Context: an optimization exercise on an open-source flow, tuned for small area and a short achievable clock period. The choices shown serve that exercise and are no tape-out recipe. Only simulation tests tie the RTL to the original design; equivalence was not proved. Power is estimated from default activity; no workload was simulated.

File: flow/flow/run.sh
#!/bin/bash
set -euo pipefail
mapfile -t EXTRA < <(grep -v '^#' flow/extra.txt | grep .)
bash standard.sh "${EXTRA[@]}" finish > standard.log 2>&1
File: flow/flow/extra.txt
SETUP_SLACK_MARGIN=6.5
ADDER_MAP_FILE=
BUFFER_PORTS_ARGS=-buffer_cell sky130_fd_sc_hd__buf_4
File: flow/config.mk
export PLATFORM = sky130hd
export DESIGN_NAME = gamma_interp_11bit
export DESIGN_NICKNAME = gamma_interp_11bit
export VERILOG_FILES = /design/flow/design.v
export SDC_FILE = /design/flow/constraint.sdc
export NUM_CORES = 4
export LEC_CHECK = 0
export ABC_AREA = 1
export CAP_MARGIN = 20
export CORE_MARGIN = 2
export CORE_UTILIZATION = 40
export CTS_CLUSTER_DIAMETER = 80
export CTS_CLUSTER_SIZE = 25
export SLEW_MARGIN = 60
File: flow/design.v
module gamma_interp_11bit #(
  parameter int OUT_W = 10
) (
  input  logic             clk,
  input  logic             rst_n,
  input  logic             i_hs,
  input  logic             i_vs,
  input  logic [4:0]       idx,
  input  logic [10:0]      pixel_in,
  input  logic [10:0]      lowLevel,
  input  logic [10:0]      highLevel,
  input  logic             lut_we,
  input  logic [5:0]       lut_addr,
  input  logic [OUT_W-1:0] lut_wdata,
  input  logic             lut_commit,
  output logic             commit_pending,
  output logic             o_hs,
  output logic             o_vs,
  output logic [OUT_W-1:0] pix_out
);
  localparam int N = 33;
  function automatic logic [9:0] ramp(input int k);
    logic [31:0] v;
    v = 32'(k) * 32;
    if (v > 1023) v = 1023;
    ramp = v[9:0];
  endfunction
  logic [9:0] r_shadow [N];
  logic [9:0] r_active [N];
  logic       r_act_ramp;    
  logic       r_pend;
  logic       r_vs_prev;
  logic       w_copy;
  assign w_copy         = r_pend & r_vs_prev & ~i_vs;
  assign commit_pending = r_pend;
  always_ff @(posedge clk or negedge rst_n) begin
    if (!rst_n) begin
      r_pend    <= 1'b0;
      r_vs_prev <= 1'b0;
    end else begin
      r_pend    <= lut_commit | (r_pend & ~w_copy);
      r_vs_prev <= i_vs;
    end
  end
  always_ff @(posedge clk or negedge rst_n) begin
    if (!rst_n) begin
      for (int k = 0; k < N; k++) r_shadow[k] <= ramp(k);
    end else if (lut_we && lut_addr <= 6'd32) begin
      r_shadow[lut_addr] <= lut_wdata;
    end
  end
  always_ff @(posedge clk or negedge rst_n) begin
    if (!rst_n) r_act_ramp <= 1'b1;
    else if (w_copy) r_act_ramp <= 1'b0;
  end
  always_ff @(posedge clk) begin
    if (w_copy)
      for (int k = 0; k < N; k++) r_active[k] <= r_shadow[k];
  end
  logic [15:0] w_so1;
  logic [16:0] w_se, w_so;
  logic [9:0]  w_ye, w_yo;
  logic [10:0] w_d, w_w;
  logic [4:0]  w_je;
  assign w_je = {1'b0, idx[4:1]} + {4'b0, idx[0]};
  always_comb begin
    for (int j = 0; j < 16; j++) w_so1[j] = (idx[4:1] == 4'(j));
    for (int j = 0; j < 17; j++) begin
      w_so[j] = (j < 16) ? (~r_act_ramp & w_so1[j % 16]) : 1'b0;
      w_se[j] = ~r_act_ramp & (((j < 16) ? (~idx[0] & w_so1[j % 16]) : 1'b0) |
                               ((j > 0) ? (idx[0] & w_so1[(j + 15) % 16]) : 1'b0));
    end
    w_ye = r_act_ramp ? (w_je[4] ? 10'h3ff : {w_je[3:0], 6'b0}) : 10'b0;
    w_yo = r_act_ramp ? {idx[4:1], 1'b1, 5'b0} : 10'b0;
    for (int j = 0; j < 17; j++) w_ye = w_ye | ({10{w_se[j]}} & r_active[2*j]);
    for (int j = 0; j < 16; j++) w_yo = w_yo | ({10{w_so[j]}} & r_active[2*j+1]);
  end
  logic ds_g0_0;
  assign ds_g0_0 = pixel_in[0] & ~lowLevel[0];
  logic ds_g1_0;
  assign ds_g1_0 = pixel_in[1] & ~lowLevel[1];
  logic ds_g2_0;
  assign ds_g2_0 = pixel_in[2] & ~lowLevel[2];
  logic ds_g3_0;
  assign ds_g3_0 = pixel_in[3] & ~lowLevel[3];
  logic ds_g4_0;
  assign ds_g4_0 = pixel_in[4] & ~lowLevel[4];
  logic ds_g5_0;
  assign ds_g5_0 = pixel_in[5] & ~lowLevel[5];
  logic ds_g6_0;
  assign ds_g6_0 = pixel_in[6] & ~lowLevel[6];
  logic ds_g7_0;
  assign ds_g7_0 = pixel_in[7] & ~lowLevel[7];
  logic ds_g8_0;
  assign ds_g8_0 = pixel_in[8] & ~lowLevel[8];
  logic ds_g9_0;
  assign ds_g9_0 = pixel_in[9] & ~lowLevel[9];
  logic ds_g10_0;
  assign ds_g10_0 = pixel_in[10] & ~lowLevel[10];
  logic ds_p0;
  assign ds_p0 = pixel_in[0] ^ ~lowLevel[0];
  logic ds_p1;
  assign ds_p1 = pixel_in[1] ^ ~lowLevel[1];
  logic ds_p2;
  assign ds_p2 = pixel_in[2] ^ ~lowLevel[2];
  logic ds_p3;
  assign ds_p3 = pixel_in[3] ^ ~lowLevel[3];
  logic ds_p4;
  assign ds_p4 = pixel_in[4] ^ ~lowLevel[4];
  logic ds_p5;
  assign ds_p5 = pixel_in[5] ^ ~lowLevel[5];
  logic ds_p6;
  assign ds_p6 = pixel_in[6] ^ ~lowLevel[6];
  logic ds_p7;
  assign ds_p7 = pixel_in[7] ^ ~lowLevel[7];
  logic ds_p8;
  assign ds_p8 = pixel_in[8] ^ ~lowLevel[8];
  logic ds_p9;
  assign ds_p9 = pixel_in[9] ^ ~lowLevel[9];
  logic ds_p10;
  assign ds_p10 = pixel_in[10] ^ ~lowLevel[10];
  logic ds_g0_c;
  assign ds_g0_c = ds_g0_0 | (ds_p0 & 1'b1);
  logic ds_g1_1;
  assign ds_g1_1 = ds_g1_0 | (ds_p1 & ds_g0_c);
  logic ds_q1_1;
  assign ds_q1_1 = ds_p1 & ds_p0;
  logic ds_g3_1;
  assign ds_g3_1 = ds_g3_0 | (ds_p3 & ds_g2_0);
  logic ds_q3_1;
  assign ds_q3_1 = ds_p3 & ds_p2;
  logic ds_g5_1;
  assign ds_g5_1 = ds_g5_0 | (ds_p5 & ds_g4_0);
  logic ds_q5_1;
  assign ds_q5_1 = ds_p5 & ds_p4;
  logic ds_g7_1;
  assign ds_g7_1 = ds_g7_0 | (ds_p7 & ds_g6_0);
  logic ds_q7_1;
  assign ds_q7_1 = ds_p7 & ds_p6;
  logic ds_g9_1;
  assign ds_g9_1 = ds_g9_0 | (ds_p9 & ds_g8_0);
  logic ds_q9_1;
  assign ds_q9_1 = ds_p9 & ds_p8;
  logic ds_g2_2;
  assign ds_g2_2 = ds_g2_0 | (ds_p2 & ds_g1_1);
  logic ds_q2_2;
  assign ds_q2_2 = ds_p2 & ds_q1_1;
  logic ds_g3_2;
  assign ds_g3_2 = ds_g3_1 | (ds_q3_1 & ds_g1_1);
  logic ds_q3_2;
  assign ds_q3_2 = ds_q3_1 & ds_q1_1;
  logic ds_g6_2;
  assign ds_g6_2 = ds_g6_0 | (ds_p6 & ds_g5_1);
  logic ds_q6_2;
  assign ds_q6_2 = ds_p6 & ds_q5_1;
  logic ds_g7_2;
  assign ds_g7_2 = ds_g7_1 | (ds_q7_1 & ds_g5_1);
  logic ds_q7_2;
  assign ds_q7_2 = ds_q7_1 & ds_q5_1;
  logic ds_g10_2;
  assign ds_g10_2 = ds_g10_0 | (ds_p10 & ds_g9_1);
  logic ds_q10_2;
  assign ds_q10_2 = ds_p10 & ds_q9_1;
  logic ds_g4_3;
  assign ds_g4_3 = ds_g4_0 | (ds_p4 & ds_g3_2);
  logic ds_q4_3;
  assign ds_q4_3 = ds_p4 & ds_q3_2;
  logic ds_g5_3;
  assign ds_g5_3 = ds_g5_1 | (ds_q5_1 & ds_g3_2);
  logic ds_q5_3;
  assign ds_q5_3 = ds_q5_1 & ds_q3_2;
  logic ds_g6_3;
  assign ds_g6_3 = ds_g6_2 | (ds_q6_2 & ds_g3_2);
  logic ds_q6_3;
  assign ds_q6_3 = ds_q6_2 & ds_q3_2;
  logic ds_g7_3;
  assign ds_g7_3 = ds_g7_2 | (ds_q7_2 & ds_g3_2);
  logic ds_q7_3;
  assign ds_q7_3 = ds_q7_2 & ds_q3_2;
  logic ds_g8_4;
  assign ds_g8_4 = ds_g8_0 | (ds_p8 & ds_g7_3);
  logic ds_q8_4;
  assign ds_q8_4 = ds_p8 & ds_q7_3;
  logic ds_g9_4;
  assign ds_g9_4 = ds_g9_1 | (ds_q9_1 & ds_g7_3);
  logic ds_q9_4;
  assign ds_q9_4 = ds_q9_1 & ds_q7_3;
  logic ds_g10_4;
  assign ds_g10_4 = ds_g10_2 | (ds_q10_2 & ds_g7_3);
  logic ds_q10_4;
  assign ds_q10_4 = ds_q10_2 & ds_q7_3;
  assign w_d[0] = (ds_p0 ^ 1'b1);
  assign w_d[1] = (ds_p1 ^ ds_g0_c);
  assign w_d[2] = (ds_p2 ^ ds_g1_1);
  assign w_d[3] = (ds_p3 ^ ds_g2_2);
  assign w_d[4] = (ds_p4 ^ ds_g3_2);
  assign w_d[5] = (ds_p5 ^ ds_g4_3);
  assign w_d[6] = (ds_p6 ^ ds_g5_3);
  assign w_d[7] = (ds_p7 ^ ds_g6_3);
  assign w_d[8] = (ds_p8 ^ ds_g7_3);
  assign w_d[9] = (ds_p9 ^ ds_g8_4);
  assign w_d[10] = (ds_p10 ^ ds_g9_4);
  logic ws_g0_0;
  assign ws_g0_0 = highLevel[0] & ~lowLevel[0];
  logic ws_g1_0;
  assign ws_g1_0 = highLevel[1] & ~lowLevel[1];
  logic ws_g2_0;
  assign ws_g2_0 = highLevel[2] & ~lowLevel[2];
  logic ws_g3_0;
  assign ws_g3_0 = highLevel[3] & ~lowLevel[3];
  logic ws_g4_0;
  assign ws_g4_0 = highLevel[4] & ~lowLevel[4];
  logic ws_g5_0;
  assign ws_g5_0 = highLevel[5] & ~lowLevel[5];
  logic ws_g6_0;
  assign ws_g6_0 = highLevel[6] & ~lowLevel[6];
  logic ws_g7_0;
  assign ws_g7_0 = highLevel[7] & ~lowLevel[7];
  logic ws_g8_0;
  assign ws_g8_0 = highLevel[8] & ~lowLevel[8];
  logic ws_g9_0;
  assign ws_g9_0 = highLevel[9] & ~lowLevel[9];
  logic ws_g10_0;
  assign ws_g10_0 = highLevel[10] & ~lowLevel[10];
  logic ws_p0;
  assign ws_p0 = highLevel[0] ^ ~lowLevel[0];
  logic ws_p1;
  assign ws_p1 = highLevel[1] ^ ~lowLevel[1];
  logic ws_p2;
  assign ws_p2 = highLevel[2] ^ ~lowLevel[2];
  logic ws_p3;
  assign ws_p3 = highLevel[3] ^ ~lowLevel[3];
  logic ws_p4;
  assign ws_p4 = highLevel[4] ^ ~lowLevel[4];
  logic ws_p5;
  assign ws_p5 = highLevel[5] ^ ~lowLevel[5];
  logic ws_p6;
  assign ws_p6 = highLevel[6] ^ ~lowLevel[6];
  logic ws_p7;
  assign ws_p7 = highLevel[7] ^ ~lowLevel[7];
  logic ws_p8;
  assign ws_p8 = highLevel[8] ^ ~lowLevel[8];
  logic ws_p9;
  assign ws_p9 = highLevel[9] ^ ~lowLevel[9];
  logic ws_p10;
  assign ws_p10 = highLevel[10] ^ ~lowLevel[10];
  logic ws_g0_c;
  assign ws_g0_c = ws_g0_0 | (ws_p0 & 1'b1);
  logic ws_g1_1;
  assign ws_g1_1 = ws_g1_0 | (ws_p1 & ws_g0_c);
  logic ws_q1_1;
  assign ws_q1_1 = ws_p1 & ws_p0;
  logic ws_g3_1;
  assign ws_g3_1 = ws_g3_0 | (ws_p3 & ws_g2_0);
  logic ws_q3_1;
  assign ws_q3_1 = ws_p3 & ws_p2;
  logic ws_g5_1;
  assign ws_g5_1 = ws_g5_0 | (ws_p5 & ws_g4_0);
  logic ws_q5_1;
  assign ws_q5_1 = ws_p5 & ws_p4;
  logic ws_g7_1;
  assign ws_g7_1 = ws_g7_0 | (ws_p7 & ws_g6_0);
  logic ws_q7_1;
  assign ws_q7_1 = ws_p7 & ws_p6;
  logic ws_g9_1;
  assign ws_g9_1 = ws_g9_0 | (ws_p9 & ws_g8_0);
  logic ws_q9_1;
  assign ws_q9_1 = ws_p9 & ws_p8;
  logic ws_g2_2;
  assign ws_g2_2 = ws_g2_0 | (ws_p2 & ws_g1_1);
  logic ws_q2_2;
  assign ws_q2_2 = ws_p2 & ws_q1_1;
  logic ws_g3_2;
  assign ws_g3_2 = ws_g3_1 | (ws_q3_1 & ws_g1_1);
  logic ws_q3_2;
  assign ws_q3_2 = ws_q3_1 & ws_q1_1;
  logic ws_g6_2;
  assign ws_g6_2 = ws_g6_0 | (ws_p6 & ws_g5_1);
  logic ws_q6_2;
  assign ws_q6_2 = ws_p6 & ws_q5_1;
  logic ws_g7_2;
  assign ws_g7_2 = ws_g7_1 | (ws_q7_1 & ws_g5_1);
  logic ws_q7_2;
  assign ws_q7_2 = ws_q7_1 & ws_q5_1;
  logic ws_g10_2;
  assign ws_g10_2 = ws_g10_0 | (ws_p10 & ws_g9_1);
  logic ws_q10_2;
  assign ws_q10_2 = ws_p10 & ws_q9_1;
  logic ws_g4_3;
  assign ws_g4_3 = ws_g4_0 | (ws_p4 & ws_g3_2);
  logic ws_q4_3;
  assign ws_q4_3 = ws_p4 & ws_q3_2;
  logic ws_g5_3;
  assign ws_g5_3 = ws_g5_1 | (ws_q5_1 & ws_g3_2);
  logic ws_q5_3;
  assign ws_q5_3 = ws_q5_1 & ws_q3_2;
  logic ws_g6_3;
  assign ws_g6_3 = ws_g6_2 | (ws_q6_2 & ws_g3_2);
  logic ws_q6_3;
  assign ws_q6_3 = ws_q6_2 & ws_q3_2;
  logic ws_g7_3;
  assign ws_g7_3 = ws_g7_2 | (ws_q7_2 & ws_g3_2);
  logic ws_q7_3;
  assign ws_q7_3 = ws_q7_2 & ws_q3_2;
  logic ws_g8_4;
  assign ws_g8_4 = ws_g8_0 | (ws_p8 & ws_g7_3);
  logic ws_q8_4;
  assign ws_q8_4 = ws_p8 & ws_q7_3;
  logic ws_g9_4;
  assign ws_g9_4 = ws_g9_1 | (ws_q9_1 & ws_g7_3);
  logic ws_q9_4;
  assign ws_q9_4 = ws_q9_1 & ws_q7_3;
  logic ws_g10_4;
  assign ws_g10_4 = ws_g10_2 | (ws_q10_2 & ws_g7_3);
  logic ws_q10_4;
  assign ws_q10_4 = ws_q10_2 & ws_q7_3;
  assign w_w[0] = (ws_p0 ^ 1'b1);
  assign w_w[1] = (ws_p1 ^ ws_g0_c);
  assign w_w[2] = (ws_p2 ^ ws_g1_1);
  assign w_w[3] = (ws_p3 ^ ws_g2_2);
  assign w_w[4] = (ws_p4 ^ ws_g3_2);
  assign w_w[5] = (ws_p5 ^ ws_g4_3);
  assign w_w[6] = (ws_p6 ^ ws_g5_3);
  assign w_w[7] = (ws_p7 ^ ws_g6_3);
  assign w_w[8] = (ws_p8 ^ ws_g7_3);
  assign w_w[9] = (ws_p9 ^ ws_g8_4);
  assign w_w[10] = (ws_p10 ^ ws_g9_4);
  logic [9:0]  r_ye_1, r_yo_1;
  logic        r_b_1;
  logic [10:0] r_d_1;
  logic [10:0] r_w_1;
  logic        r_wz_1;
  logic        r_blank_1;
  always_ff @(posedge clk) begin
    r_ye_1 <= w_ye;
    r_yo_1 <= w_yo;
    r_b_1  <= idx[0];
    r_d_1  <= w_d;
    r_w_1  <= w_w;
    r_wz_1 <= (highLevel == lowLevel);
  end
  always_ff @(posedge clk or negedge rst_n) begin
    if (!rst_n) r_blank_1 <= 1'b1;
    else        r_blank_1 <= ~(i_hs & i_vs);
  end
  logic [9:0]         w_y0, w_y1;
  logic [10:0]        w_x;
  logic [20:0]        w_y0x;
  logic [20:0]        w_yr;
  logic [12:0]        w_db;
  logic [5:0]         w_one, w_two, w_ng;
  logic [11:0]        w_pp0, w_pp1, w_pp2, w_pp3, w_pp4, w_pp5;
  logic [22:0]        w_sa, w_sb;
  logic [3:0]         w_s;
  always_comb begin
    w_s = '0;
    for (int i = 0; i < 11; i++)
      if (r_w_1[i]) w_s = 4'(i);
  end
  assign w_y0  = r_b_1 ? r_yo_1 : r_ye_1;
  assign w_y1  = r_b_1 ? r_ye_1 : r_yo_1;
  assign w_y0x = {10'b0, w_y0, 1'b1};
  assign w_yr  = (w_y0x << w_s) >> 1;
  assign w_db  = r_wz_1 ? 13'b0 : {1'b0, r_d_1, 1'b0};
  logic xs_g0_0;
  assign xs_g0_0 = w_y1[0] & ~w_y0[0];
  logic xs_g1_0;
  assign xs_g1_0 = w_y1[1] & ~w_y0[1];
  logic xs_g2_0;
  assign xs_g2_0 = w_y1[2] & ~w_y0[2];
  logic xs_g3_0;
  assign xs_g3_0 = w_y1[3] & ~w_y0[3];
  logic xs_g4_0;
  assign xs_g4_0 = w_y1[4] & ~w_y0[4];
  logic xs_g5_0;
  assign xs_g5_0 = w_y1[5] & ~w_y0[5];
  logic xs_g6_0;
  assign xs_g6_0 = w_y1[6] & ~w_y0[6];
  logic xs_g7_0;
  assign xs_g7_0 = w_y1[7] & ~w_y0[7];
  logic xs_g8_0;
  assign xs_g8_0 = w_y1[8] & ~w_y0[8];
  logic xs_g9_0;
  assign xs_g9_0 = w_y1[9] & ~w_y0[9];
  logic xs_g10_0;
  assign xs_g10_0 = 1'b0 & 1'b1;
  logic xs_p0;
  assign xs_p0 = w_y1[0] ^ ~w_y0[0];
  logic xs_p1;
  assign xs_p1 = w_y1[1] ^ ~w_y0[1];
  logic xs_p2;
  assign xs_p2 = w_y1[2] ^ ~w_y0[2];
  logic xs_p3;
  assign xs_p3 = w_y1[3] ^ ~w_y0[3];
  logic xs_p4;
  assign xs_p4 = w_y1[4] ^ ~w_y0[4];
  logic xs_p5;
  assign xs_p5 = w_y1[5] ^ ~w_y0[5];
  logic xs_p6;
  assign xs_p6 = w_y1[6] ^ ~w_y0[6];
  logic xs_p7;
  assign xs_p7 = w_y1[7] ^ ~w_y0[7];
  logic xs_p8;
  assign xs_p8 = w_y1[8] ^ ~w_y0[8];
  logic xs_p9;
  assign xs_p9 = w_y1[9] ^ ~w_y0[9];
  logic xs_p10;
  assign xs_p10 = 1'b0 ^ 1'b1;
  logic xs_g0_c;
  assign xs_g0_c = xs_g0_0 | (xs_p0 & 1'b1);
  logic xs_g1_1;
  assign xs_g1_1 = xs_g1_0 | (xs_p1 & xs_g0_c);
  logic xs_q1_1;
  assign xs_q1_1 = xs_p1 & xs_p0;
  logic xs_g3_1;
  assign xs_g3_1 = xs_g3_0 | (xs_p3 & xs_g2_0);
  logic xs_q3_1;
  assign xs_q3_1 = xs_p3 & xs_p2;
  logic xs_g5_1;
  assign xs_g5_1 = xs_g5_0 | (xs_p5 & xs_g4_0);
  logic xs_q5_1;
  assign xs_q5_1 = xs_p5 & xs_p4;
  logic xs_g7_1;
  assign xs_g7_1 = xs_g7_0 | (xs_p7 & xs_g6_0);
  logic xs_q7_1;
  assign xs_q7_1 = xs_p7 & xs_p6;
  logic xs_g9_1;
  assign xs_g9_1 = xs_g9_0 | (xs_p9 & xs_g8_0);
  logic xs_q9_1;
  assign xs_q9_1 = xs_p9 & xs_p8;
  logic xs_g2_2;
  assign xs_g2_2 = xs_g2_0 | (xs_p2 & xs_g1_1);
  logic xs_q2_2;
  assign xs_q2_2 = xs_p2 & xs_q1_1;
  logic xs_g3_2;
  assign xs_g3_2 = xs_g3_1 | (xs_q3_1 & xs_g1_1);
  logic xs_q3_2;
  assign xs_q3_2 = xs_q3_1 & xs_q1_1;
  logic xs_g6_2;
  assign xs_g6_2 = xs_g6_0 | (xs_p6 & xs_g5_1);
  logic xs_q6_2;
  assign xs_q6_2 = xs_p6 & xs_q5_1;
  logic xs_g7_2;
  assign xs_g7_2 = xs_g7_1 | (xs_q7_1 & xs_g5_1);
  logic xs_q7_2;
  assign xs_q7_2 = xs_q7_1 & xs_q5_1;
  logic xs_g10_2;
  assign xs_g10_2 = xs_g10_0 | (xs_p10 & xs_g9_1);
  logic xs_q10_2;
  assign xs_q10_2 = xs_p10 & xs_q9_1;
  logic xs_g4_3;
  assign xs_g4_3 = xs_g4_0 | (xs_p4 & xs_g3_2);
  logic xs_q4_3;
  assign xs_q4_3 = xs_p4 & xs_q3_2;
  logic xs_g5_3;
  assign xs_g5_3 = xs_g5_1 | (xs_q5_1 & xs_g3_2);
  logic xs_q5_3;
  assign xs_q5_3 = xs_q5_1 & xs_q3_2;
  logic xs_g6_3;
  assign xs_g6_3 = xs_g6_2 | (xs_q6_2 & xs_g3_2);
  logic xs_q6_3;
  assign xs_q6_3 = xs_q6_2 & xs_q3_2;
  logic xs_g7_3;
  assign xs_g7_3 = xs_g7_2 | (xs_q7_2 & xs_g3_2);
  logic xs_q7_3;
  assign xs_q7_3 = xs_q7_2 & xs_q3_2;
  logic xs_g8_4;
  assign xs_g8_4 = xs_g8_0 | (xs_p8 & xs_g7_3);
  logic xs_q8_4;
  assign xs_q8_4 = xs_p8 & xs_q7_3;
  logic xs_g9_4;
  assign xs_g9_4 = xs_g9_1 | (xs_q9_1 & xs_g7_3);
  logic xs_q9_4;
  assign xs_q9_4 = xs_q9_1 & xs_q7_3;
  logic xs_g10_4;
  assign xs_g10_4 = xs_g10_2 | (xs_q10_2 & xs_g7_3);
  logic xs_q10_4;
  assign xs_q10_4 = xs_q10_2 & xs_q7_3;
  assign w_x[0] = (xs_p0 ^ 1'b1);
  assign w_x[1] = (xs_p1 ^ xs_g0_c);
  assign w_x[2] = (xs_p2 ^ xs_g1_1);
  assign w_x[3] = (xs_p3 ^ xs_g2_2);
  assign w_x[4] = (xs_p4 ^ xs_g3_2);
  assign w_x[5] = (xs_p5 ^ xs_g4_3);
  assign w_x[6] = (xs_p6 ^ xs_g5_3);
  assign w_x[7] = (xs_p7 ^ xs_g6_3);
  assign w_x[8] = (xs_p8 ^ xs_g7_3);
  assign w_x[9] = (xs_p9 ^ xs_g8_4);
  assign w_x[10] = (xs_p10 ^ xs_g9_4);
  always_comb begin
    for (int j = 0; j < 6; j++) begin
      w_one[j] = w_db[2*j+1] ^ w_db[2*j];
      w_two[j] = (w_db[2*j+2] & ~w_db[2*j+1] & ~w_db[2*j]) |
                 (~w_db[2*j+2] & w_db[2*j+1] & w_db[2*j]);
      w_ng[j]  = w_db[2*j+2] & ~(w_db[2*j+1] & w_db[2*j]);
    end
  end
  function automatic logic [11:0] bpp(input logic [10:0] x, input logic one,
                                      input logic two, input logic ng);
    logic [11:0] m;
    m = one ? {x[10], x} : (two ? {x, 1'b0} : 12'b0);
    bpp = m ^ {12{ng}};
  endfunction
  assign w_pp0 = bpp(w_x, w_one[0], w_two[0], w_ng[0]);
  assign w_pp1 = bpp(w_x, w_one[1], w_two[1], w_ng[1]);
  assign w_pp2 = bpp(w_x, w_one[2], w_two[2], w_ng[2]);
  assign w_pp3 = bpp(w_x, w_one[3], w_two[3], w_ng[3]);
  assign w_pp4 = bpp(w_x, w_one[4], w_two[4], w_ng[4]);
  assign w_pp5 = bpp(w_x, w_one[5], w_two[5], w_ng[5]);
  logic t0s;
  assign t0s = w_pp0[10] ^ w_pp1[8];
  logic t0c;
  assign t0c = w_pp0[10] & w_pp1[8];
  logic t1s;
  assign t1s = w_pp0[11] ^ w_pp1[9];
  logic t1c;
  assign t1c = w_pp0[11] & w_pp1[9];
  logic t2s;
  assign t2s = w_pp0[11] ^ w_pp1[10];
  logic t2c;
  assign t2c = w_pp0[11] & w_pp1[10];
  logic t3s;
  assign t3s = ~w_pp0[11] ^ ~w_pp1[11];
  logic t3c;
  assign t3c = ~w_pp0[11] & ~w_pp1[11];
  logic t4s;
  assign t4s = w_pp0[6] ^ w_pp1[4];
  logic t4c;
  assign t4c = w_pp0[6] & w_pp1[4];
  logic t5s;
  assign t5s = w_pp0[7] ^ w_pp1[5];
  logic t5c;
  assign t5c = w_pp0[7] & w_pp1[5];
  logic t6s;
  assign t6s = w_pp0[8] ^ w_pp1[6] ^ w_pp2[4];
  logic t6c;
  assign t6c = (w_pp0[8] & w_pp1[6]) | (w_pp0[8] & w_pp2[4]) | (w_pp1[6] & w_pp2[4]);
  logic t7s;
  assign t7s = w_pp3[2] ^ w_pp4[0];
  logic t7c;
  assign t7c = w_pp3[2] & w_pp4[0];
  logic t8s;
  assign t8s = w_pp0[9] ^ w_pp1[7] ^ w_pp2[5];
  logic t8c;
  assign t8c = (w_pp0[9] & w_pp1[7]) | (w_pp0[9] & w_pp2[5]) | (w_pp1[7] & w_pp2[5]);
  logic t9s;
  assign t9s = w_pp3[3] ^ w_pp4[1];
  logic t9c;
  assign t9c = w_pp3[3] & w_pp4[1];
  logic t10s;
  assign t10s = w_pp2[6] ^ w_pp3[4] ^ w_pp4[2];
  logic t10c;
  assign t10c = (w_pp2[6] & w_pp3[4]) | (w_pp2[6] & w_pp4[2]) | (w_pp3[4] & w_pp4[2]);
  logic t11s;
  assign t11s = w_pp5[0] ^ w_ng[5] ^ t0s;
  logic t11c;
  assign t11c = (w_pp5[0] & w_ng[5]) | (w_pp5[0] & t0s) | (w_ng[5] & t0s);
  logic t12s;
  assign t12s = w_pp2[7] ^ w_pp3[5] ^ w_pp4[3];
  logic t12c;
  assign t12c = (w_pp2[7] & w_pp3[5]) | (w_pp2[7] & w_pp4[3]) | (w_pp3[5] & w_pp4[3]);
  logic t13s;
  assign t13s = w_pp5[1] ^ t0c ^ t1s;
  logic t13c;
  assign t13c = (w_pp5[1] & t0c) | (w_pp5[1] & t1s) | (t0c & t1s);
  logic t14s;
  assign t14s = w_pp2[8] ^ w_pp3[6] ^ w_pp4[4];
  logic t14c;
  assign t14c = (w_pp2[8] & w_pp3[6]) | (w_pp2[8] & w_pp4[4]) | (w_pp3[6] & w_pp4[4]);
  logic t15s;
  assign t15s = w_pp5[2] ^ t1c ^ t2s;
  logic t15c;
  assign t15c = (w_pp5[2] & t1c) | (w_pp5[2] & t2s) | (t1c & t2s);
  logic t16s;
  assign t16s = w_pp2[9] ^ w_pp3[7] ^ w_pp4[5];
  logic t16c;
  assign t16c = (w_pp2[9] & w_pp3[7]) | (w_pp2[9] & w_pp4[5]) | (w_pp3[7] & w_pp4[5]);
  logic t17s;
  assign t17s = w_pp5[3] ^ t2c ^ t3s;
  logic t17c;
  assign t17c = (w_pp5[3] & t2c) | (w_pp5[3] & t3s) | (t2c & t3s);
  logic t18s;
  assign t18s = 1'b1 ^ w_pp2[10] ^ w_pp3[8];
  logic t18c;
  assign t18c = (1'b1 & w_pp2[10]) | (1'b1 & w_pp3[8]) | (w_pp2[10] & w_pp3[8]);
  logic t19s;
  assign t19s = w_pp4[6] ^ w_pp5[4] ^ t3c;
  logic t19c;
  assign t19c = (w_pp4[6] & w_pp5[4]) | (w_pp4[6] & t3c) | (w_pp5[4] & t3c);
  logic t20s;
  assign t20s = ~w_pp2[11] ^ w_pp3[9] ^ w_pp4[7];
  logic t20c;
  assign t20c = (~w_pp2[11] & w_pp3[9]) | (~w_pp2[11] & w_pp4[7]) | (w_pp3[9] & w_pp4[7]);
  logic t21s;
  assign t21s = 1'b1 ^ w_pp3[10];
  logic t21c;
  assign t21c = 1'b1 & w_pp3[10];
  logic t22s;
  assign t22s = w_pp0[4] ^ w_pp1[2];
  logic t22c;
  assign t22c = w_pp0[4] & w_pp1[2];
  logic t23s;
  assign t23s = w_pp0[5] ^ w_pp1[3];
  logic t23c;
  assign t23c = w_pp0[5] & w_pp1[3];
  logic t24s;
  assign t24s = w_pp2[2] ^ w_pp3[0] ^ w_ng[3];
  logic t24c;
  assign t24c = (w_pp2[2] & w_pp3[0]) | (w_pp2[2] & w_ng[3]) | (w_pp3[0] & w_ng[3]);
  logic t25s;
  assign t25s = w_pp2[3] ^ w_pp3[1] ^ t4c;
  logic t25c;
  assign t25c = (w_pp2[3] & w_pp3[1]) | (w_pp2[3] & t4c) | (w_pp3[1] & t4c);
  logic t26s;
  assign t26s = w_ng[4] ^ t5c ^ t6s;
  logic t26c;
  assign t26c = (w_ng[4] & t5c) | (w_ng[4] & t6s) | (t5c & t6s);
  logic t27s;
  assign t27s = t6c ^ t7c ^ t8s;
  logic t27c;
  assign t27c = (t6c & t7c) | (t6c & t8s) | (t7c & t8s);
  logic t28s;
  assign t28s = t8c ^ t9c ^ t10s;
  logic t28c;
  assign t28c = (t8c & t9c) | (t8c & t10s) | (t9c & t10s);
  logic t29s;
  assign t29s = t10c ^ t11c ^ t12s;
  logic t29c;
  assign t29c = (t10c & t11c) | (t10c & t12s) | (t11c & t12s);
  logic t30s;
  assign t30s = t12c ^ t13c ^ t14s;
  logic t30c;
  assign t30c = (t12c & t13c) | (t12c & t14s) | (t13c & t14s);
  logic t31s;
  assign t31s = t14c ^ t15c ^ t16s;
  logic t31c;
  assign t31c = (t14c & t15c) | (t14c & t16s) | (t15c & t16s);
  logic t32s;
  assign t32s = t16c ^ t17c ^ t18s;
  logic t32c;
  assign t32c = (t16c & t17c) | (t16c & t18s) | (t17c & t18s);
  logic t33s;
  assign t33s = w_pp5[5] ^ t18c ^ t19c;
  logic t33c;
  assign t33c = (w_pp5[5] & t18c) | (w_pp5[5] & t19c) | (t18c & t19c);
  logic t34s;
  assign t34s = w_pp4[8] ^ w_pp5[6] ^ t20c;
  logic t34c;
  assign t34c = (w_pp4[8] & w_pp5[6]) | (w_pp4[8] & t20c) | (w_pp5[6] & t20c);
  logic t35s;
  assign t35s = ~w_pp3[11] ^ w_pp4[9] ^ w_pp5[7];
  logic t35c;
  assign t35c = (~w_pp3[11] & w_pp4[9]) | (~w_pp3[11] & w_pp5[7]) | (w_pp4[9] & w_pp5[7]);
  logic t36s;
  assign t36s = 1'b1 ^ w_pp4[10];
  logic t36c;
  assign t36c = 1'b1 & w_pp4[10];
  logic t37s;
  assign t37s = w_pp0[2] ^ w_pp1[0];
  logic t37c;
  assign t37c = w_pp0[2] & w_pp1[0];
  logic t38s;
  assign t38s = w_pp0[3] ^ w_pp1[1];
  logic t38c;
  assign t38c = w_pp0[3] & w_pp1[1];
  logic t39s;
  assign t39s = w_pp2[0] ^ w_ng[2] ^ t22s;
  logic t39c;
  assign t39c = (w_pp2[0] & w_ng[2]) | (w_pp2[0] & t22s) | (w_ng[2] & t22s);
  logic t40s;
  assign t40s = w_pp2[1] ^ t22c ^ t23s;
  logic t40c;
  assign t40c = (w_pp2[1] & t22c) | (w_pp2[1] & t23s) | (t22c & t23s);
  logic t41s;
  assign t41s = t4s ^ t23c ^ t24s;
  logic t41c;
  assign t41c = (t4s & t23c) | (t4s & t24s) | (t23c & t24s);
  logic t42s;
  assign t42s = t5s ^ t24c ^ t25s;
  logic t42c;
  assign t42c = (t5s & t24c) | (t5s & t25s) | (t24c & t25s);
  logic t43s;
  assign t43s = t7s ^ t25c ^ t26s;
  logic t43c;
  assign t43c = (t7s & t25c) | (t7s & t26s) | (t25c & t26s);
  logic t44s;
  assign t44s = t9s ^ t26c ^ t27s;
  logic t44c;
  assign t44c = (t9s & t26c) | (t9s & t27s) | (t26c & t27s);
  logic t45s;
  assign t45s = t11s ^ t27c ^ t28s;
  logic t45c;
  assign t45c = (t11s & t27c) | (t11s & t28s) | (t27c & t28s);
  logic t46s;
  assign t46s = t13s ^ t28c ^ t29s;
  logic t46c;
  assign t46c = (t13s & t28c) | (t13s & t29s) | (t28c & t29s);
  logic t47s;
  assign t47s = t15s ^ t29c ^ t30s;
  logic t47c;
  assign t47c = (t15s & t29c) | (t15s & t30s) | (t29c & t30s);
  logic t48s;
  assign t48s = t17s ^ t30c ^ t31s;
  logic t48c;
  assign t48c = (t17s & t30c) | (t17s & t31s) | (t30c & t31s);
  logic t49s;
  assign t49s = t19s ^ t31c ^ t32s;
  logic t49c;
  assign t49c = (t19s & t31c) | (t19s & t32s) | (t31c & t32s);
  logic t50s;
  assign t50s = t20s ^ t32c ^ t33s;
  logic t50c;
  assign t50c = (t20s & t32c) | (t20s & t33s) | (t32c & t33s);
  logic t51s;
  assign t51s = t21s ^ t33c ^ t34s;
  logic t51c;
  assign t51c = (t21s & t33c) | (t21s & t34s) | (t33c & t34s);
  logic t52s;
  assign t52s = t21c ^ t34c ^ t35s;
  logic t52c;
  assign t52c = (t21c & t34c) | (t21c & t35s) | (t34c & t35s);
  logic t53s;
  assign t53s = w_pp5[8] ^ t35c ^ t36s;
  logic t53c;
  assign t53c = (w_pp5[8] & t35c) | (w_pp5[8] & t36s) | (t35c & t36s);
  logic t54s;
  assign t54s = ~w_pp4[11] ^ w_pp5[9] ^ t36c;
  logic t54c;
  assign t54c = (~w_pp4[11] & w_pp5[9]) | (~w_pp4[11] & t36c) | (w_pp5[9] & t36c);
  logic t55s;
  assign t55s = 1'b1 ^ w_pp5[10];
  logic t55c;
  assign t55c = 1'b1 & w_pp5[10];
  assign w_sa[0] = w_pp0[0];
  assign w_sb[0] = w_ng[0];
  assign w_sa[1] = w_pp0[1];
  assign w_sb[1] = 1'b0;
  assign w_sa[2] = w_ng[1];
  assign w_sb[2] = t37s;
  assign w_sa[3] = t37c;
  assign w_sb[3] = t38s;
  assign w_sa[4] = t38c;
  assign w_sb[4] = t39s;
  assign w_sa[5] = t39c;
  assign w_sb[5] = t40s;
  assign w_sa[6] = t40c;
  assign w_sb[6] = t41s;
  assign w_sa[7] = t41c;
  assign w_sb[7] = t42s;
  assign w_sa[8] = t42c;
  assign w_sb[8] = t43s;
  assign w_sa[9] = t43c;
  assign w_sb[9] = t44s;
  assign w_sa[10] = t44c;
  assign w_sb[10] = t45s;
  assign w_sa[11] = t45c;
  assign w_sb[11] = t46s;
  assign w_sa[12] = t46c;
  assign w_sb[12] = t47s;
  assign w_sa[13] = t47c;
  assign w_sb[13] = t48s;
  assign w_sa[14] = t48c;
  assign w_sb[14] = t49s;
  assign w_sa[15] = t49c;
  assign w_sb[15] = t50s;
  assign w_sa[16] = t50c;
  assign w_sb[16] = t51s;
  assign w_sa[17] = t51c;
  assign w_sb[17] = t52s;
  assign w_sa[18] = t52c;
  assign w_sb[18] = t53s;
  assign w_sa[19] = t53c;
  assign w_sb[19] = t54s;
  assign w_sa[20] = t54c;
  assign w_sb[20] = t55s;
  assign w_sa[21] = ~w_pp5[11];
  assign w_sb[21] = t55c;
  assign w_sa[22] = 1'b1;
  assign w_sb[22] = 1'b0;
  logic [22:0] r_sa_2, r_sb_2;
  logic [20:0] r_yr_2;
  logic [3:0]  r_s_2;
  logic        r_blank_2;
  always_ff @(posedge clk) begin
    r_sa_2 <= w_sa;
    r_sb_2 <= w_sb;
    r_yr_2 <= w_yr;
    r_s_2  <= w_s;
  end
  always_ff @(posedge clk or negedge rst_n) begin
    if (!rst_n) r_blank_2 <= 1'b1;
    else        r_blank_2 <= r_blank_1;
  end
  logic [22:0]        w_yr2, w_ta, w_tb, w_t;
  logic [9:0]         w_pix;
  assign w_yr2 = {2'b0, r_yr_2};
  assign w_ta  = r_sa_2 ^ r_sb_2 ^ w_yr2;
  assign w_tb  = {((r_sa_2[21:0] & r_sb_2[21:0]) | (r_sa_2[21:0] & w_yr2[21:0]) |
                   (r_sb_2[21:0] & w_yr2[21:0])), 1'b0};
  logic ts_g0_0;
  assign ts_g0_0 = w_ta[0] & w_tb[0];
  logic ts_g1_0;
  assign ts_g1_0 = w_ta[1] & w_tb[1];
  logic ts_g2_0;
  assign ts_g2_0 = w_ta[2] & w_tb[2];
  logic ts_g3_0;
  assign ts_g3_0 = w_ta[3] & w_tb[3];
  logic ts_g4_0;
  assign ts_g4_0 = w_ta[4] & w_tb[4];
  logic ts_g5_0;
  assign ts_g5_0 = w_ta[5] & w_tb[5];
  logic ts_g6_0;
  assign ts_g6_0 = w_ta[6] & w_tb[6];
  logic ts_g7_0;
  assign ts_g7_0 = w_ta[7] & w_tb[7];
  logic ts_g8_0;
  assign ts_g8_0 = w_ta[8] & w_tb[8];
  logic ts_g9_0;
  assign ts_g9_0 = w_ta[9] & w_tb[9];
  logic ts_g10_0;
  assign ts_g10_0 = w_ta[10] & w_tb[10];
  logic ts_g11_0;
  assign ts_g11_0 = w_ta[11] & w_tb[11];
  logic ts_g12_0;
  assign ts_g12_0 = w_ta[12] & w_tb[12];
  logic ts_g13_0;
  assign ts_g13_0 = w_ta[13] & w_tb[13];
  logic ts_g14_0;
  assign ts_g14_0 = w_ta[14] & w_tb[14];
  logic ts_g15_0;
  assign ts_g15_0 = w_ta[15] & w_tb[15];
  logic ts_g16_0;
  assign ts_g16_0 = w_ta[16] & w_tb[16];
  logic ts_g17_0;
  assign ts_g17_0 = w_ta[17] & w_tb[17];
  logic ts_g18_0;
  assign ts_g18_0 = w_ta[18] & w_tb[18];
  logic ts_g19_0;
  assign ts_g19_0 = w_ta[19] & w_tb[19];
  logic ts_g20_0;
  assign ts_g20_0 = w_ta[20] & w_tb[20];
  logic ts_g21_0;
  assign ts_g21_0 = w_ta[21] & w_tb[21];
  logic ts_g22_0;
  assign ts_g22_0 = w_ta[22] & w_tb[22];
  logic ts_p0;
  assign ts_p0 = w_ta[0] ^ w_tb[0];
  logic ts_p1;
  assign ts_p1 = w_ta[1] ^ w_tb[1];
  logic ts_p2;
  assign ts_p2 = w_ta[2] ^ w_tb[2];
  logic ts_p3;
  assign ts_p3 = w_ta[3] ^ w_tb[3];
  logic ts_p4;
  assign ts_p4 = w_ta[4] ^ w_tb[4];
  logic ts_p5;
  assign ts_p5 = w_ta[5] ^ w_tb[5];
  logic ts_p6;
  assign ts_p6 = w_ta[6] ^ w_tb[6];
  logic ts_p7;
  assign ts_p7 = w_ta[7] ^ w_tb[7];
  logic ts_p8;
  assign ts_p8 = w_ta[8] ^ w_tb[8];
  logic ts_p9;
  assign ts_p9 = w_ta[9] ^ w_tb[9];
  logic ts_p10;
  assign ts_p10 = w_ta[10] ^ w_tb[10];
  logic ts_p11;
  assign ts_p11 = w_ta[11] ^ w_tb[11];
  logic ts_p12;
  assign ts_p12 = w_ta[12] ^ w_tb[12];
  logic ts_p13;
  assign ts_p13 = w_ta[13] ^ w_tb[13];
  logic ts_p14;
  assign ts_p14 = w_ta[14] ^ w_tb[14];
  logic ts_p15;
  assign ts_p15 = w_ta[15] ^ w_tb[15];
  logic ts_p16;
  assign ts_p16 = w_ta[16] ^ w_tb[16];
  logic ts_p17;
  assign ts_p17 = w_ta[17] ^ w_tb[17];
  logic ts_p18;
  assign ts_p18 = w_ta[18] ^ w_tb[18];
  logic ts_p19;
  assign ts_p19 = w_ta[19] ^ w_tb[19];
  logic ts_p20;
  assign ts_p20 = w_ta[20] ^ w_tb[20];
  logic ts_p21;
  assign ts_p21 = w_ta[21] ^ w_tb[21];
  logic ts_p22;
  assign ts_p22 = w_ta[22] ^ w_tb[22];
  logic ts_g1_1;
  assign ts_g1_1 = ts_g1_0 | (ts_p1 & ts_g0_0);
  logic ts_q1_1;
  assign ts_q1_1 = ts_p1 & ts_p0;
  logic ts_g3_1;
  assign ts_g3_1 = ts_g3_0 | (ts_p3 & ts_g2_0);
  logic ts_q3_1;
  assign ts_q3_1 = ts_p3 & ts_p2;
  logic ts_g5_1;
  assign ts_g5_1 = ts_g5_0 | (ts_p5 & ts_g4_0);
  logic ts_q5_1;
  assign ts_q5_1 = ts_p5 & ts_p4;
  logic ts_g7_1;
  assign ts_g7_1 = ts_g7_0 | (ts_p7 & ts_g6_0);
  logic ts_q7_1;
  assign ts_q7_1 = ts_p7 & ts_p6;
  logic ts_g9_1;
  assign ts_g9_1 = ts_g9_0 | (ts_p9 & ts_g8_0);
  logic ts_q9_1;
  assign ts_q9_1 = ts_p9 & ts_p8;
  logic ts_g11_1;
  assign ts_g11_1 = ts_g11_0 | (ts_p11 & ts_g10_0);
  logic ts_q11_1;
  assign ts_q11_1 = ts_p11 & ts_p10;
  logic ts_g13_1;
  assign ts_g13_1 = ts_g13_0 | (ts_p13 & ts_g12_0);
  logic ts_q13_1;
  assign ts_q13_1 = ts_p13 & ts_p12;
  logic ts_g15_1;
  assign ts_g15_1 = ts_g15_0 | (ts_p15 & ts_g14_0);
  logic ts_q15_1;
  assign ts_q15_1 = ts_p15 & ts_p14;
  logic ts_g17_1;
  assign ts_g17_1 = ts_g17_0 | (ts_p17 & ts_g16_0);
  logic ts_q17_1;
  assign ts_q17_1 = ts_p17 & ts_p16;
  logic ts_g19_1;
  assign ts_g19_1 = ts_g19_0 | (ts_p19 & ts_g18_0);
  logic ts_q19_1;
  assign ts_q19_1 = ts_p19 & ts_p18;
  logic ts_g21_1;
  assign ts_g21_1 = ts_g21_0 | (ts_p21 & ts_g20_0);
  logic ts_q21_1;
  assign ts_q21_1 = ts_p21 & ts_p20;
  logic ts_g2_2;
  assign ts_g2_2 = ts_g2_0 | (ts_p2 & ts_g1_1);
  logic ts_q2_2;
  assign ts_q2_2 = ts_p2 & ts_q1_1;
  logic ts_g3_2;
  assign ts_g3_2 = ts_g3_1 | (ts_q3_1 & ts_g1_1);
  logic ts_q3_2;
  assign ts_q3_2 = ts_q3_1 & ts_q1_1;
  logic ts_g6_2;
  assign ts_g6_2 = ts_g6_0 | (ts_p6 & ts_g5_1);
  logic ts_q6_2;
  assign ts_q6_2 = ts_p6 & ts_q5_1;
  logic ts_g7_2;
  assign ts_g7_2 = ts_g7_1 | (ts_q7_1 & ts_g5_1);
  logic ts_q7_2;
  assign ts_q7_2 = ts_q7_1 & ts_q5_1;
  logic ts_g10_2;
  assign ts_g10_2 = ts_g10_0 | (ts_p10 & ts_g9_1);
  logic ts_q10_2;
  assign ts_q10_2 = ts_p10 & ts_q9_1;
  logic ts_g11_2;
  assign ts_g11_2 = ts_g11_1 | (ts_q11_1 & ts_g9_1);
  logic ts_q11_2;
  assign ts_q11_2 = ts_q11_1 & ts_q9_1;
  logic ts_g14_2;
  assign ts_g14_2 = ts_g14_0 | (ts_p14 & ts_g13_1);
  logic ts_q14_2;
  assign ts_q14_2 = ts_p14 & ts_q13_1;
  logic ts_g15_2;
  assign ts_g15_2 = ts_g15_1 | (ts_q15_1 & ts_g13_1);
  logic ts_q15_2;
  assign ts_q15_2 = ts_q15_1 & ts_q13_1;
  logic ts_g18_2;
  assign ts_g18_2 = ts_g18_0 | (ts_p18 & ts_g17_1);
  logic ts_q18_2;
  assign ts_q18_2 = ts_p18 & ts_q17_1;
  logic ts_g19_2;
  assign ts_g19_2 = ts_g19_1 | (ts_q19_1 & ts_g17_1);
  logic ts_q19_2;
  assign ts_q19_2 = ts_q19_1 & ts_q17_1;
  logic ts_g22_2;
  assign ts_g22_2 = ts_g22_0 | (ts_p22 & ts_g21_1);
  logic ts_q22_2;
  assign ts_q22_2 = ts_p22 & ts_q21_1;
  logic ts_g4_3;
  assign ts_g4_3 = ts_g4_0 | (ts_p4 & ts_g3_2);
  logic ts_q4_3;
  assign ts_q4_3 = ts_p4 & ts_q3_2;
  logic ts_g5_3;
  assign ts_g5_3 = ts_g5_1 | (ts_q5_1 & ts_g3_2);
  logic ts_q5_3;
  assign ts_q5_3 = ts_q5_1 & ts_q3_2;
  logic ts_g6_3;
  assign ts_g6_3 = ts_g6_2 | (ts_q6_2 & ts_g3_2);
  logic ts_q6_3;
  assign ts_q6_3 = ts_q6_2 & ts_q3_2;
  logic ts_g7_3;
  assign ts_g7_3 = ts_g7_2 | (ts_q7_2 & ts_g3_2);
  logic ts_q7_3;
  assign ts_q7_3 = ts_q7_2 & ts_q3_2;
  logic ts_g12_3;
  assign ts_g12_3 = ts_g12_0 | (ts_p12 & ts_g11_2);
  logic ts_q12_3;
  assign ts_q12_3 = ts_p12 & ts_q11_2;
  logic ts_g13_3;
  assign ts_g13_3 = ts_g13_1 | (ts_q13_1 & ts_g11_2);
  logic ts_q13_3;
  assign ts_q13_3 = ts_q13_1 & ts_q11_2;
  logic ts_g14_3;
  assign ts_g14_3 = ts_g14_2 | (ts_q14_2 & ts_g11_2);
  logic ts_q14_3;
  assign ts_q14_3 = ts_q14_2 & ts_q11_2;
  logic ts_g15_3;
  assign ts_g15_3 = ts_g15_2 | (ts_q15_2 & ts_g11_2);
  logic ts_q15_3;
  assign ts_q15_3 = ts_q15_2 & ts_q11_2;
  logic ts_g20_3;
  assign ts_g20_3 = ts_g20_0 | (ts_p20 & ts_g19_2);
  logic ts_q20_3;
  assign ts_q20_3 = ts_p20 & ts_q19_2;
  logic ts_g21_3;
  assign ts_g21_3 = ts_g21_1 | (ts_q21_1 & ts_g19_2);
  logic ts_q21_3;
  assign ts_q21_3 = ts_q21_1 & ts_q19_2;
  logic ts_g22_3;
  assign ts_g22_3 = ts_g22_2 | (ts_q22_2 & ts_g19_2);
  logic ts_q22_3;
  assign ts_q22_3 = ts_q22_2 & ts_q19_2;
  logic ts_g8_4;
  assign ts_g8_4 = ts_g8_0 | (ts_p8 & ts_g7_3);
  logic ts_q8_4;
  assign ts_q8_4 = ts_p8 & ts_q7_3;
  logic ts_g9_4;
  assign ts_g9_4 = ts_g9_1 | (ts_q9_1 & ts_g7_3);
  logic ts_q9_4;
  assign ts_q9_4 = ts_q9_1 & ts_q7_3;
  logic ts_g10_4;
  assign ts_g10_4 = ts_g10_2 | (ts_q10_2 & ts_g7_3);
  logic ts_q10_4;
  assign ts_q10_4 = ts_q10_2 & ts_q7_3;
  logic ts_g11_4;
  assign ts_g11_4 = ts_g11_2 | (ts_q11_2 & ts_g7_3);
  logic ts_q11_4;
  assign ts_q11_4 = ts_q11_2 & ts_q7_3;
  logic ts_g12_4;
  assign ts_g12_4 = ts_g12_3 | (ts_q12_3 & ts_g7_3);
  logic ts_q12_4;
  assign ts_q12_4 = ts_q12_3 & ts_q7_3;
  logic ts_g13_4;
  assign ts_g13_4 = ts_g13_3 | (ts_q13_3 & ts_g7_3);
  logic ts_q13_4;
  assign ts_q13_4 = ts_q13_3 & ts_q7_3;
  logic ts_g14_4;
  assign ts_g14_4 = ts_g14_3 | (ts_q14_3 & ts_g7_3);
  logic ts_q14_4;
  assign ts_q14_4 = ts_q14_3 & ts_q7_3;
  logic ts_g15_4;
  assign ts_g15_4 = ts_g15_3 | (ts_q15_3 & ts_g7_3);
  logic ts_q15_4;
  assign ts_q15_4 = ts_q15_3 & ts_q7_3;
  logic ts_g16_5;
  assign ts_g16_5 = ts_g16_0 | (ts_p16 & ts_g15_4);
  logic ts_q16_5;
  assign ts_q16_5 = ts_p16 & ts_q15_4;
  logic ts_g17_5;
  assign ts_g17_5 = ts_g17_1 | (ts_q17_1 & ts_g15_4);
  logic ts_q17_5;
  assign ts_q17_5 = ts_q17_1 & ts_q15_4;
  logic ts_g18_5;
  assign ts_g18_5 = ts_g18_2 | (ts_q18_2 & ts_g15_4);
  logic ts_q18_5;
  assign ts_q18_5 = ts_q18_2 & ts_q15_4;
  logic ts_g19_5;
  assign ts_g19_5 = ts_g19_2 | (ts_q19_2 & ts_g15_4);
  logic ts_q19_5;
  assign ts_q19_5 = ts_q19_2 & ts_q15_4;
  logic ts_g20_5;
  assign ts_g20_5 = ts_g20_3 | (ts_q20_3 & ts_g15_4);
  logic ts_q20_5;
  assign ts_q20_5 = ts_q20_3 & ts_q15_4;
  logic ts_g21_5;
  assign ts_g21_5 = ts_g21_3 | (ts_q21_3 & ts_g15_4);
  logic ts_q21_5;
  assign ts_q21_5 = ts_q21_3 & ts_q15_4;
  logic ts_g22_5;
  assign ts_g22_5 = ts_g22_3 | (ts_q22_3 & ts_g15_4);
  logic ts_q22_5;
  assign ts_q22_5 = ts_q22_3 & ts_q15_4;
  assign w_t[0] = ts_p0;
  assign w_t[1] = (ts_p1 ^ ts_g0_0);
  assign w_t[2] = (ts_p2 ^ ts_g1_1);
  assign w_t[3] = (ts_p3 ^ ts_g2_2);
  assign w_t[4] = (ts_p4 ^ ts_g3_2);
  assign w_t[5] = (ts_p5 ^ ts_g4_3);
  assign w_t[6] = (ts_p6 ^ ts_g5_3);
  assign w_t[7] = (ts_p7 ^ ts_g6_3);
  assign w_t[8] = (ts_p8 ^ ts_g7_3);
  assign w_t[9] = (ts_p9 ^ ts_g8_4);
  assign w_t[10] = (ts_p10 ^ ts_g9_4);
  assign w_t[11] = (ts_p11 ^ ts_g10_4);
  assign w_t[12] = (ts_p12 ^ ts_g11_4);
  assign w_t[13] = (ts_p13 ^ ts_g12_4);
  assign w_t[14] = (ts_p14 ^ ts_g13_4);
  assign w_t[15] = (ts_p15 ^ ts_g14_4);
  assign w_t[16] = (ts_p16 ^ ts_g15_4);
  assign w_t[17] = (ts_p17 ^ ts_g16_5);
  assign w_t[18] = (ts_p18 ^ ts_g17_5);
  assign w_t[19] = (ts_p19 ^ ts_g18_5);
  assign w_t[20] = (ts_p20 ^ ts_g19_5);
  assign w_t[21] = (ts_p21 ^ ts_g20_5);
  assign w_t[22] = (ts_p22 ^ ts_g21_5);
  logic [10:0] w_sh;
  logic [9:0]  w_r;
  logic        w_over;
  always_comb begin
    for (int k = 0; k < 11; k++) w_sh[k] = (r_s_2 == 4'(k));
    w_r = '0;
    for (int i = 0; i < 10; i++)
      for (int k = 0; k < 11; k++)
        w_r[i] = w_r[i] | (w_sh[k] & w_t[i+k]);
    w_over = 1'b0;
    for (int i = 10; i < 22; i++)
      for (int k = 0; k < 11; k++)
        if (i >= 10 + k) w_over = w_over | (w_sh[k] & w_t[i]);
    if (r_blank_2 | w_t[22]) w_pix = '0;
    else if (w_over)         w_pix = 10'h3ff;
    else                     w_pix = w_r;
  end
  logic [2:0] r_hs_d, r_vs_d;
  logic [9:0] r_pix;
  always_ff @(posedge clk or negedge rst_n) begin
    if (!rst_n) begin
      r_hs_d <= '0;
      r_vs_d <= '0;
      r_pix  <= '0;
    end else begin
      r_hs_d <= {r_hs_d[1:0], i_hs};
      r_vs_d <= {r_vs_d[1:0], i_vs};
      r_pix  <= w_pix;
    end
  end
  assign o_hs    = r_hs_d[2];
  assign o_vs    = r_vs_d[2];
  assign pix_out = r_pix;
endmodule
File: flow/standard.sh
#!/bin/bash
# synth_recipe.tcl (not shown) runs the flow's synth.tcl, then flattens the netlist and writes it again
# the make line also repeats each setting of config.mk as NAME=value (left out here)
make -C /OpenROAD-flow-scripts/flow DESIGN_CONFIG=/design/flow/config.mk WORK_HOME=/design/flow/orfs CLKGATE_MAP_FILE= SYNTH_SCRIPT=/design/flow/synth_recipe.tcl "${@:-finish}"
File: flow/constraint.sdc
create_clock -name core_clock -period 10.0 [get_ports {clk}]
set_input_delay 2.0000 -clock core_clock [delete_from_list [all_inputs] [get_ports {clk}]]
set_output_delay 2.0000 -clock core_clock [all_outputs]
set_load 0.01 [all_outputs]
==> impl_metrics.json <==
{
  "grt_pass1_vias": 25400,
  "switchingPower_mw": 4.25,
  "startpoint_type": "input pin",
  "multi_input_comb_area_um2": 13200,
  "synthAdderAreaFrac_pct": 0.0283,
  "crit_path_end_kind": "flip-flop",
  "globalplace.congestion": 0.902,
  "hold_violations": 0,
  "synth_compound_area_share_pct": 10.8,
  "synth.distinct_cells": 62,
  "place_area_um2": 37800,
  "switching_share_pct": 41.3,
  "clockBufferDepth": 3,
  "num-nets-final": 4052,
  "numCtsBuffers": 43,
  "start_util_pct": 40.2,
  "slew_headroom_pct": 57.9,
  "worstPathArrival_ns": 4.03,
  "die_w_um": 301,
  "synth_flop_cell": "edfxtp_1",
  "hold_class": "flip-flop to flip-flop",
  "worstMarginPinSlew_ns": 0.630,
  "syn_inst": 3897,
  "io_buffers": 72,
  "grt_pass1_wl_um": 145000,
  "synth_simple_gate_area_share_pct": 22.0,
  "internal_power_mw": 6.03,
  "die_height_um": 301,
  "clkSinkCount": 790,
  "synth-edff-count": 330,
  "vias": 26600,
  "critPathMaxFanout": 10,
  "grt_max_degree": 75,
  "tns_ns": 0,
  "fillerInstances": 8381,
  "startpoint": "idx[3]",
  "period_share_pct": 35.3,
  "diodes": 0,
  "fin_skew_ns": 0.0435,
  "die_area_um2": 90900,
  "async_flop_share_pct": 44.3,
  "wl_per_cell_um": 17.9,
  "maxCapViolCount": 0,
  "setup_viol": 0,
  "antenna_left": 0,
  "fp-row-count": 109,
  "grt_usage_pct": 20.5,
  "rr_startpoint": "r_d_1[1]",
  "syn_avg_cell_area_um2": 9.08,
  "cts.clk_slew.worst_paths_ns": 0.09,
  "layout-drive-gt1-share_pct": 14.5,
  "synth_top_family_by_area": "simple AND/OR/NAND/NOR gates",
  "max_freq_mhz": 284,
  "syn_area_um2": 35400,
  "ios": 73,
  "max-vdd-ir-drop_mv": 0.216,
  "finalInstanceArea_um2": 40000,
  "outcome": "timing/DRC/antenna clean",
  "regArea_um2": 21000,
  "synthMuxAreaShare_pct": 0.113,
  "hold_path_startpoint": "r_hs_d[0]",
  "clk_latency_ns": 0.64,
  "syn_to_final_growth_pct": 13.0,
  "p_comb_share_pct": 41.4,
  "slew_violations": 0,
  "synth-xor-area-share_pct": 2.30,
  "via_per_inst": 5.12,
  "holdWs_ns": 0.364,
  "ys_warn_count": 3,
  "ys_ff_latch": 790,
  "overflow": 0,
  "synth_fp_nets": 3957,
  "final_cell_mix": "nand2_1, o21ai_0, edfxtp_1",
  "required_ns": 10.51,
  "power_frac_seq_pct": 39.2,
  "drt_iter0_drc": 2166,
  "power_density_nw_per_um2": 257,
  "cts_tree": "done",
  "drt_wl_total_um": 93000,
  "core_um2": 88000,
  "rsz0062_at_grt": "yes",
  "layout_commonest_cell": "nand2_1",
  "drc": 0,
  "htree_levels": 2,
  "min_period_ns": 3.53,
  "dp_hpwl_um": 64700,
  "critical_path_class": "input pin to flip-flop",
  "clkPwrFrac_pct": 19.5,
  "leakagePower_nw": 17.5,
  "antenna_found_initial": 1,
  "drtPass1Iterations": 7,
  "clockRootBuffer": "clkbuf_16",
  "synth-seq-area-share_pct": 59.3
}
[timing repair]
action	CTS	global route
pin swaps	5	36
setup buffers	8	26
hold buffers	0	0
resized for setup	20	68
endpoints found under the setup margin	207	160
[through the flow]
stage / std cells / worst slack, ns / utilization, % / power, mW
3_5_place_dp: 5076 / 5.36 / 43.0 / 8.28
4_1_cts: 5164 / 6.35 / 44.8 / 10.3
5_1_grt: 5192 / 6.40 / 45.5 / 11.1
3_3_place_gp: 5041 / 5.45 / 42.3 / 8.18
6_report: 5192 / 6.47 / 45.5 / 10.3
2_1_floorplan: 3897 / 2.71 / - / 7.19
[final timing paths]
path                                    to  slack (ns)  cells after the start
hold reg to reg                  r_hs_d[1]        0.36                      0
max in group asynchronous  r_shadow[25][9]        7.44                      4
setup reg to reg                r_sb_2[13]        6.76                     19
hold / removal                   r_hs_d[1]        0.36                      0
min in group asynchronous  r_shadow[26][7]        1.21                      1
setup / recovery                 r_yo_1[8]        6.47                     15
[synth_stat cells (24+ instances only)]
cell	n	area share, %
dfxtp_1	110	6.2
dfstp_2	93	6.9
clkbuf_1	112	1.2
nand4_1	71	1.3
a22o_1	24	0.59
xor2_1	72	1.8
o22ai_1	37	0.65
nand2_1	1209	13
edfxtp_1	330	28
a21oi_1	62	0.88
a221oi_1	34	0.84
nor2_1	244	2.6
nand3_1	218	3.1
nand2_2	38	0.67
inv_1	332	3.5
dfrtp_1	257	18
o21ai_0	422	6.0
[kinds of logic (layout without fill, tap and decap cells)]
logic type,Yosys count,after routing
DFF,790,790
muxes,4,4
and+or+nand+nor,1852,1852
xor gates and xnor gates,92,92
adders and majority gates,1,1
AOI/OAI and AO/OA,665,665
buffers and inverters,493,623
[state kept, by name (all words and copies together) (netlist names), 3 cells and up]
register	count
r_active	330
r_d_1	11
r_hs_d	3
r_pix	10
r_s_2	4
r_sa_2	22
r_sb_2	21
r_shadow	330
r_vs_d	3
r_w_1	10
r_ye_1	10
r_yo_1	10
r_yr_2	20
[metal layers]
metal | wire [um] | GRT usage (%) | vias up | part of all wire (%)
met4 | 2000 | 4.99 | 2 | 2.1
met5 | 14 | 0 | - | 0.015
li1 | - | - | 13100 | -
met3 | 4590 | 2.35 | 106 | 4.9
met1 | 41300 | 27.6 | 12700 | 44
met2 | 45100 | 35.2 | 627 | 49
[power by group through the flow]
stage          clock network [mW]  logic [mW]  registers, mW
3_5_place_dp                    0        4.19           4.09
6_report                     2.00        4.25           4.02
2_1_floorplan                   0        3.15           4.04
3_3_place_gp                    0        4.10           4.08
4_1_cts                      2.06        4.21           4.03
5_1_grt                      2.17        4.87           4.07
[worst max-delay path, cell delays in order]
cell and delay (ns):
buf_6 0.12, nor2_1 0.07, inv_2 0.08, nor2_1 0.07, inv_2 0.07, nor2_4 0.07
a22oi_2 0.20, nand3_2 0.13, a221oi_2 0.21, nand4_1 0.21, a21oi_1 0.17, nand3_1 0.15
a21oi_2 0.19, and3_4 0.21, nand3_1 0.07
[cell type report]
class | instances | area share (%)
clock buffer | 64 | 2.89
clock inverter | 16 | 0.619
inverter | 368 | 3.50
multi-input combinational | 2614 | 33.1
sequential | 790 | 52.5
tap | 1165 | 3.64
timing repair buffer | 175 | 3.80

## separate check: timing with driven ports
No port has a modelled driver above. Below, the same layout with a new extraction and two added sets of constraints.
Step 1 (the two cells are an assumption about what drives the block):
set clk [get_ports {clk}]
set_driving_cell -lib_cell sky130_fd_sc_hd__clkbuf_16 $clk
set_driving_cell -lib_cell sky130_fd_sc_hd__buf_2 [delete_from_list [all_inputs] $clk]
Step 2 moves the port delays by t, midway between the first and last clock arrival at a register: inputs arrive t later, outputs are due t later. That takes back most of the time a late clock gives input paths.
Slacks: no drivers / after step 1 / after step 2; pairs: no drivers / after step 1.
t (ns): 0.680
setup WS [ns]: 6.475 / 6.471 / 5.791
worst hold slack (ns): 0.364 / 0.364 / 0.364
clock arrival spread, ns: 0.044 / 0.043
After both steps this run still meets setup and hold. For this run, drivers alone change the setup slack by -0.004 ns; drivers and shift together by -0.684 ns.
